Background: an optimization exercise with open tools, aiming at small area and a short achievable clock period. Do not read the settings as production practice.
Only simulation tests tie the RTL to the original design; equivalence was not proved.
Power figures rest on the tool's default switching activity, not on a simulated workload.

==> module mem_responder, before the edit <==
module mem_responder #(
   parameter int unsigned word_sz     = 16,
   parameter int unsigned mem_sz      = 256,
   parameter int unsigned wait_cycles = 2
) (
   input  logic               clk,
   input  logic               rst,
   input  logic               bus_req_valid,
   output logic               bus_req_ready,
   input  logic               bus_req_write,
   input  logic [word_sz-1:0] bus_req_addr,
   input  logic [word_sz-1:0] bus_req_wdata,
   output logic               bus_rsp_valid,
   input  logic               bus_rsp_ready,
   output logic [word_sz-1:0] bus_rsp_rdata,
   output logic               bus_rsp_err
);
   localparam int unsigned NR     = mem_responder_pkg::N_RING;
   localparam int unsigned RING_W = $clog2(NR);
   localparam int unsigned POS_W  = mem_responder_pkg::POS_W;
   localparam int unsigned LEN    = mem_responder_pkg::RING_LEN;
   localparam int unsigned NHI    = LEN / 8;
   logic               r_live;      
   logic               r_ready;     
   logic               r_s1;        
   logic               r_s2;        
   logic               r_s3;        
   logic               r_valid;     
   logic               r_err;       
   logic               r_wr;        
   logic [word_sz-1:0] r_wdata;
   logic [NR-1:0]      r_rring;     
   logic [NR-1:0]      r_wring;     
   logic [7:0]         r_lo;        
   logic [NHI-1:0]     r_hi;        
   logic [NR-1:0]      r_wring_n;   
   logic [7:0]         r_lo_n;
   logic [NHI-1:0]     r_hi_n;
   logic [word_sz-1:0] r_rsp_rdata;
   logic [NR*LEN-1:0]  r_rsel;      
   logic               r_rhit;      
   logic               r_csel;      
   logic               r_xsel;      
   logic [POS_W-1:0]   r_rot;       
   logic               w_accept;
   logic               w_in_range;
   logic [POS_W-1:0]   w_at;
   logic [NR-1:0]      w_ring;
   logic               w_whit;      
   logic [word_sz-1:0] w_arr_rdata;
   assign w_accept   = r_ready && bus_req_valid;
   assign w_in_range = (32'(bus_req_addr) < mem_sz);
   assign w_at       = bus_req_addr[POS_W-1:0] + r_rot;
   always_comb begin
      w_ring = '0;
      w_ring[bus_req_addr[POS_W +: RING_W]] = 1'b1;
   end
   logic [7:0]         w_lo_nx;
   logic [NHI-1:0]     w_hi_nx;
   logic [NR-1:0]      w_rring_nx;
   logic [NR*LEN-1:0]  w_rsel_nx;
   logic               w_rhit_nx;
   logic               w_csel_nx;
   always_comb begin
      if (w_accept) begin
         w_lo_nx    = 8'b1 << w_at[2:0];
         w_hi_nx    = NHI'(1) << w_at[POS_W-1:3];
         w_rring_nx = (!bus_req_write && w_in_range) ? w_ring : '0;
      end else begin
         w_lo_nx    = {r_lo[6:0], r_lo[7]};
         w_hi_nx    = r_lo[7] ? {r_hi[NHI-2:0], r_hi[NHI-1]} : r_hi;
         w_rring_nx = r_s3 ? '0 : r_rring;
      end
      w_rsel_nx = '0;
      w_rhit_nx = 1'b0;
      w_csel_nx = 1'b0;
      for (int r = 0; r < NR; r++)
         for (int p = 0; p < LEN; p++)
            if (p % mem_responder_pkg::RSTEP == 0 || p == LEN - 1) begin
               w_rsel_nx[r * LEN + p] = w_rring_nx[r] && w_lo_nx[p % 8] && w_hi_nx[p / 8];
               w_rhit_nx = w_rhit_nx || w_rsel_nx[r * LEN + p];
               if (mem_responder_pkg::INVERT != 0 && ((p / mem_responder_pkg::WSTEP) % 2) == 1)
                  w_csel_nx = w_csel_nx || w_rsel_nx[r * LEN + p];
            end
   end
   always_ff @(posedge clk or negedge rst) begin
      if (!rst) begin
         r_live  <= 1'b0;
         r_ready <= 1'b0;
         r_s1    <= 1'b0;
         r_s2    <= 1'b0;
         r_s3    <= 1'b0;
         r_valid <= 1'b0;
         r_rring <= '0;
      end else begin
         r_live  <= 1'b1;
         r_ready <= !r_live || (r_ready && !bus_req_valid) || (r_valid && bus_rsp_ready);
         r_s1    <= w_accept;
         r_s2    <= r_s1;
         r_s3    <= r_s2;
         r_valid <= r_s3 || (r_valid && !bus_rsp_ready);
         r_rring <= w_rring_nx;
      end
   end
   always_ff @(posedge clk) begin
      r_rot  <= r_rot + 1'b1;
      r_lo   <= w_lo_nx;
      r_lo_n <= ~w_lo_nx;
      r_hi   <= w_hi_nx;
      r_hi_n <= ~w_hi_nx;
      r_rsel <= w_rsel_nx;
      r_rhit <= w_rhit_nx;
      r_csel <= w_csel_nx;
      r_xsel <= w_accept && (bus_req_write || !w_in_range);
      if (w_accept) begin
         r_err   <= !w_in_range;
         r_wr    <= bus_req_write && w_in_range;
         r_wdata <= bus_req_wdata;
         r_wring   <= (bus_req_write && w_in_range) ? w_ring : '0;
         r_wring_n <= (bus_req_write && w_in_range) ? ~w_ring : '1;
      end else if (w_whit) begin
         r_wring   <= '0;
         r_wring_n <= '1;
      end
      r_rsp_rdata <= w_arr_rdata;
   end
   always_comb begin
      w_whit = 1'b0;
      for (int p = 0; p < LEN; p++)
         if (p % mem_responder_pkg::WSTEP == 0)
            w_whit = w_whit || (r_lo[((p + LEN - 1) % LEN) % 8] && r_hi[((p + LEN - 1) % LEN) / 8]);
   end
   mem_array #(
      .word_sz  (word_sz),
      .n_ring   (NR),
      .ring_len (LEN),
      .wstep    (mem_responder_pkg::WSTEP),
      .rstep    (mem_responder_pkg::RSTEP),
      .invert   (mem_responder_pkg::INVERT)
   ) u_mem_array (
      .i_clk     (clk),
      .i_wring   (r_wring),
      .i_wlo     (r_lo),
      .i_whi     (r_hi),
      .i_wring_n (r_wring_n),
      .i_wlo_n   (r_lo_n),
      .i_whi_n   (r_hi_n),
      .i_wdata   (r_wdata),
      .i_rsel    (r_rsel),
      .i_csel    (r_csel),
      .i_xsel    (r_xsel && r_wr),
      .i_xdata   (r_wdata),
      .i_hold    (!(r_rhit || r_xsel)),
      .i_hdata   (r_rsp_rdata),
      .o_rdata   (w_arr_rdata)
   );
   assign bus_req_ready = r_ready;
   assign bus_rsp_valid = r_valid;
   assign bus_rsp_rdata = r_rsp_rdata;
   assign bus_rsp_err   = r_err;
endmodule
==> flow/config.mk <==
export PLATFORM = sky130hd
export DESIGN_NAME = mem_responder
export DESIGN_NICKNAME = mem_responder
export VERILOG_FILES = /design/flow/design.v
export SDC_FILE = /design/flow/constraint.sdc
export NUM_CORES = 4
export LEC_CHECK = 0
export ABC_CLOCK_PERIOD_IN_PS = 2500
export CAP_MARGIN = 20
export CORE_MARGIN = 2
export CORE_UTILIZATION = 45
export SETUP_SLACK_MARGIN = 2.0
export SLEW_MARGIN = 20
==> flow/constraint.sdc <==
create_clock -name core_clock -period 4.5 [get_ports {clk}]
set_input_delay 0.9000 -clock core_clock [delete_from_list [all_inputs] [get_ports {clk}]]
set_output_delay 0.9000 -clock core_clock [all_outputs]
set_load 0.01 [all_outputs]
standard.sh (not shown) runs the stock make flow with config.mk's settings and CLKGATE_MAP_FILE= SYNTH_SCRIPT=/design/flow/synth_recipe.tcl, a recipe that flattens the netlist after the stock synthesis.
==> flow/flow/run.sh <==
#!/bin/bash
# Standard layout with a leaner clock tree: no dummy loads, larger sink clusters.
export CTS_ARGS="-sink_clustering_enable -repair_clock_nets -dont_use_dummy_load -buf_list {sky130_fd_sc_hd__clkbuf_8 sky130_fd_sc_hd__clkbuf_16} -sink_clustering_size 30 -sink_clustering_max_diameter 60"
bash standard.sh > standard.log 2>&1
==> next run, changes <==
--- a/flow/design.v
+++ b/flow/design.v
@@ -133,6 +133,5 @@
    logic [NHI-1:0]     r_hi_n;
    logic [word_sz-1:0] r_rsp_rdata;
-   logic [NR*LEN-1:0]  r_rsel;      
-   logic               r_rhit;      
+   logic [LEN-1:0]     r_tap;       
    logic               r_csel;      
    logic               r_xsel;      
@@ -154,6 +153,6 @@
    logic [NHI-1:0]     w_hi_nx;
    logic [NR-1:0]      w_rring_nx;
-   logic [NR*LEN-1:0]  w_rsel_nx;
-   logic               w_rhit_nx;
+   logic [LEN-1:0]     w_tap_nx;
+   logic [NR*LEN-1:0]  w_rsel;
    logic               w_csel_nx;
    always_comb begin
@@ -167,15 +166,17 @@
          w_rring_nx = r_s3 ? '0 : r_rring;
       end
-      w_rsel_nx = '0;
-      w_rhit_nx = 1'b0;
+      w_tap_nx  = '0;
       w_csel_nx = 1'b0;
+      for (int p = 0; p < LEN; p++)
+         if (p % mem_responder_pkg::RSTEP == 0 || p == LEN - 1) begin
+            w_tap_nx[p] = w_lo_nx[p % 8] && w_hi_nx[p / 8];
+            if (mem_responder_pkg::INVERT != 0 && ((p / mem_responder_pkg::WSTEP) % 2) == 1)
+               w_csel_nx = w_csel_nx || (w_tap_nx[p] && (|w_rring_nx));
+         end
+   end
+   always_comb begin
       for (int r = 0; r < NR; r++)
          for (int p = 0; p < LEN; p++)
-            if (p % mem_responder_pkg::RSTEP == 0 || p == LEN - 1) begin
-               w_rsel_nx[r * LEN + p] = w_rring_nx[r] && w_lo_nx[p % 8] && w_hi_nx[p / 8];
-               w_rhit_nx = w_rhit_nx || w_rsel_nx[r * LEN + p];
-               if (mem_responder_pkg::INVERT != 0 && ((p / mem_responder_pkg::WSTEP) % 2) == 1)
-                  w_csel_nx = w_csel_nx || w_rsel_nx[r * LEN + p];
-            end
+            w_rsel[r * LEN + p] = r_rring[r] && r_tap[p];
    end
    always_ff @(posedge clk or negedge rst) begin
@@ -204,6 +205,5 @@
       r_hi   <= w_hi_nx;
       r_hi_n <= ~w_hi_nx;
-      r_rsel <= w_rsel_nx;
-      r_rhit <= w_rhit_nx;
+      r_tap  <= w_tap_nx;
       r_csel <= w_csel_nx;
       r_xsel <= w_accept && (bus_req_write || !w_in_range);
@@ -242,9 +242,9 @@
       .i_whi_n   (r_hi_n),
       .i_wdata   (r_wdata),
-      .i_rsel    (r_rsel),
+      .i_rsel    (w_rsel),
       .i_csel    (r_csel),
       .i_xsel    (r_xsel && r_wr),
       .i_xdata   (r_wdata),
-      .i_hold    (!(r_rhit || r_xsel)),
+      .i_hold    (!(((|r_rring) && (|r_tap)) || r_xsel)),
       .i_hdata   (r_rsp_rdata),
       .o_rdata   (w_arr_rdata)
Effect: The new run completed without violations. Sequential power fell by about 1%. Final cell count fell by about 0.9%. Die area fell by 1.1%. Total power fell by about 1.1%. Setup slack barely changes. Core utilization fell by 0.17 points. Synthesized area fell by about 1.1%.

-- what the ideal ports hide --
In the flow no input, the clock included, has a driving cell. The finished layouts below were timed again as built, in two steps. Step 1: set_driving_cell puts a clkbuf_16 on clk and a buf_2 on each other input, an assumption about the parent block. Step 2 also shifts input and output timing later by t, the mid clock arrival at the registers, as if the neighbouring blocks saw the same clock. Three values: ideal, step 1, step 2; two values: the first two.
| run | t, ns | slack for setup (ns) | hold WS [ns] | clock arrival spread, ns | cell pins on the clock port's net |
|---|---|---|---|---|---|
| the first run | 0.955 | 1.899 / 1.899 / 1.034 | 0.238 / 0.238 / 0.238 | 0.118 / 0.118 | 1 |
| the second run | 0.920 | 1.897 / 1.897 / 1.230 | 0.250 / 0.250 / 0.250 | 0.137 / 0.137 | 1 |
After both steps setup and hold are still met in every run listed. The setup slack of the first run, which loses most, moves by 0.000 ns with the drivers and by -0.865 ns with both steps.
